This design comes from an exercise in tuning for a short achievable clock period and few clock cycles on the open sky130 flow, not from production work. Function was checked by simulation only, so behaviour that the tests miss may differ from the original. No activity file was given, so power comes from the tool's default toggle rates.

Design axi_qspi_controller, start of the top module:
module axi_qspi_controller
(
  input  logic       s_axi_aclk,
  input  logic       s_axi_aresetn,
  input  logic       s_axi_awvalid_i,
  input  axi_lite_pkg::addr_t      s_axi_awaddr_i,
  output logic       s_axi_awready_o,
  input  logic       s_axi_wvalid_i,
  input  axi_lite_pkg::data_t      s_axi_wdata_i,
  input  axi_lite_pkg::strb_t      s_axi_wstrb_i,
  output logic       s_axi_wready_o,
  output logic       s_axi_bvalid_o,
  output axi_lite_pkg::resp_t      s_axi_bresp_o,
  input  logic       s_axi_bready_i,
  input  logic       s_axi_arvalid_i,
  input  axi_lite_pkg::addr_t      s_axi_araddr_i,
  output logic       s_axi_arready_o,
  output logic       s_axi_rvalid_o,
  output axi_lite_pkg::data_t      s_axi_rdata_o,
  output axi_lite_pkg::resp_t      s_axi_rresp_o,
  input  logic       s_axi_rready_i,
  output logic       spi_clk_o,
  output logic [1:0] spi_csn_o,
  output logic       spi_sdo_o,
  input  logic       spi_sdi_i
);
==> flow/config.mk <==
export PLATFORM = sky130hd
export DESIGN_NAME = axi_qspi_controller
export DESIGN_NICKNAME = axi_qspi_controller
export VERILOG_FILES = /design/flow/design.v
export SDC_FILE = /design/flow/constraint.sdc
export NUM_CORES = 4
export LEC_CHECK = 0
export CAP_MARGIN = 20
export CORE_MARGIN = 2
export CORE_UTILIZATION = 40
export CTS_CLUSTER_DIAMETER = 50
export CTS_CLUSTER_SIZE = 20
export SETUP_SLACK_MARGIN = 3.0
export SLEW_MARGIN = 20
==> flow/constraint.sdc <==
create_clock -name core_clock -period 5.0 [get_ports {s_axi_aclk}]
set_input_delay 1.0000 -clock core_clock [delete_from_list [all_inputs] [get_ports {s_axi_aclk}]]
set_output_delay 1.0000 -clock core_clock [all_outputs]
set_load 0.01 [all_outputs]
standard.sh (not shown) runs the stock make flow with config.mk's settings and CLKGATE_MAP_FILE= SYNTH_SCRIPT=/design/flow/synth_recipe.tcl, a recipe that flattens the netlist after the stock synthesis.
==> flow/flow/run.sh <==
#!/bin/bash
# The standard layout, with plain buffers (not delay cells) on the ports.
set -euo pipefail
export BUFFER_PORTS_ARGS="-buffer_cell sky130_fd_sc_hd__buf_2"
bash standard.sh > standard_flow.log 2>&1
Testbench counts at the start, summed over its fixed seeds: cycles 141,600.
Change:
--- a/flow/config.mk
+++ b/flow/config.mk
@@ -11,2 +11,2 @@
-export CTS_CLUSTER_DIAMETER = 50
-export CTS_CLUSTER_SIZE = 20
+export CTS_CLUSTER_DIAMETER = 60
+export CTS_CLUSTER_SIZE = 24
Result:
- global-route usage came out lower by 0.46 points
- register-to-register slack is worse by 0.02 ns
- cell area came out lower by a few percent
- synthesized cell count is unchanged
- worst setup slack is better by 0.040 ns
- count of clock-buffer cells in the layout came out lower by 16
- total power came out lower by a few percent
- via count came out lower slightly

axi_qspi_controller again, from the RTL that the note above started with.
// axi_qspi_controller
module axi_qspi_controller
(
  input  logic       s_axi_aclk,
  input  logic       s_axi_aresetn,
  input  logic       s_axi_awvalid_i,
  input  axi_lite_pkg::addr_t      s_axi_awaddr_i,
  output logic       s_axi_awready_o,
  input  logic       s_axi_wvalid_i,
  input  axi_lite_pkg::data_t      s_axi_wdata_i,
  input  axi_lite_pkg::strb_t      s_axi_wstrb_i,
  output logic       s_axi_wready_o,
  output logic       s_axi_bvalid_o,
  output axi_lite_pkg::resp_t      s_axi_bresp_o,
  input  logic       s_axi_bready_i,
  input  logic       s_axi_arvalid_i,
  input  axi_lite_pkg::addr_t      s_axi_araddr_i,
  output logic       s_axi_arready_o,
  output logic       s_axi_rvalid_o,
  output axi_lite_pkg::data_t      s_axi_rdata_o,
  output axi_lite_pkg::resp_t      s_axi_rresp_o,
  input  logic       s_axi_rready_i,
  output logic       spi_clk_o,
  output logic [1:0] spi_csn_o,
  output logic       spi_sdo_o,
  input  logic       spi_sdi_i
);
==> flow/config.mk <==
export PLATFORM = sky130hd
export DESIGN_NAME = axi_qspi_controller
export DESIGN_NICKNAME = axi_qspi_controller
export VERILOG_FILES = /design/flow/design.v
export SDC_FILE = /design/flow/constraint.sdc
export NUM_CORES = 4
export LEC_CHECK = 0
export CAP_MARGIN = 20
export CORE_MARGIN = 2
export CORE_UTILIZATION = 40
export CTS_CLUSTER_DIAMETER = 40
export CTS_CLUSTER_SIZE = 16
export SETUP_SLACK_MARGIN = 3.0
export SLEW_MARGIN = 20
==> flow/constraint.sdc <==
create_clock -name core_clock -period 5.0 [get_ports {s_axi_aclk}]
set_input_delay 1.0000 -clock core_clock [delete_from_list [all_inputs] [get_ports {s_axi_aclk}]]
set_output_delay 1.0000 -clock core_clock [all_outputs]
set_load 0.01 [all_outputs]
Scripts as last shown in full above: flow/flow/run.sh
Testbench counts at the start, summed over its fixed seeds: cycles 141,600.
Edit:
Settings changed: CORE_UTILIZATION 40 to 60, CTS_CLUSTER_DIAMETER 40 to 60, CTS_CLUSTER_SIZE 16 to 24.
Effect: Synthesized area does not change; hold slack degrades by 0.031 ns; cell count goes down by 13%; total power fell by 16%.

## afterwards: timing with drivers on the ports
In the flow no input, the clock included, has a driving cell. The finished layouts below were timed again as built, in two steps. Step 1 assumes that a clkbuf_16 drives the clock port and a buf_2 every other input. Step 2 also shifts input and output timing later by t, the mid clock arrival at the registers, as if the neighbouring blocks saw the same clock. Slacks: ideal / step 1 / step 2; pairs: ideal / step 1.
| run | t (ns) | slack for setup (ns) | pins driven straight from the clock port |
|---|---|---|---|
| the first run of note 1 | 0.676 | 2.842 / 2.781 / 2.512 | 1 |
| the second run of note 1 | 0.647 | 2.882 / 2.820 / 2.494 | 1 |
| the first run of note 2 | 0.688 | 2.839 / 2.779 / 2.365 | 1 |
| the second run of note 2 | 0.642 | 2.878 / 2.821 / 2.425 | 1 |
After both steps every run listed still meets setup and hold. For the first run of note 2, which loses most, drivers alone change the setup slack by -0.060 ns; drivers and shift together by -0.474 ns.
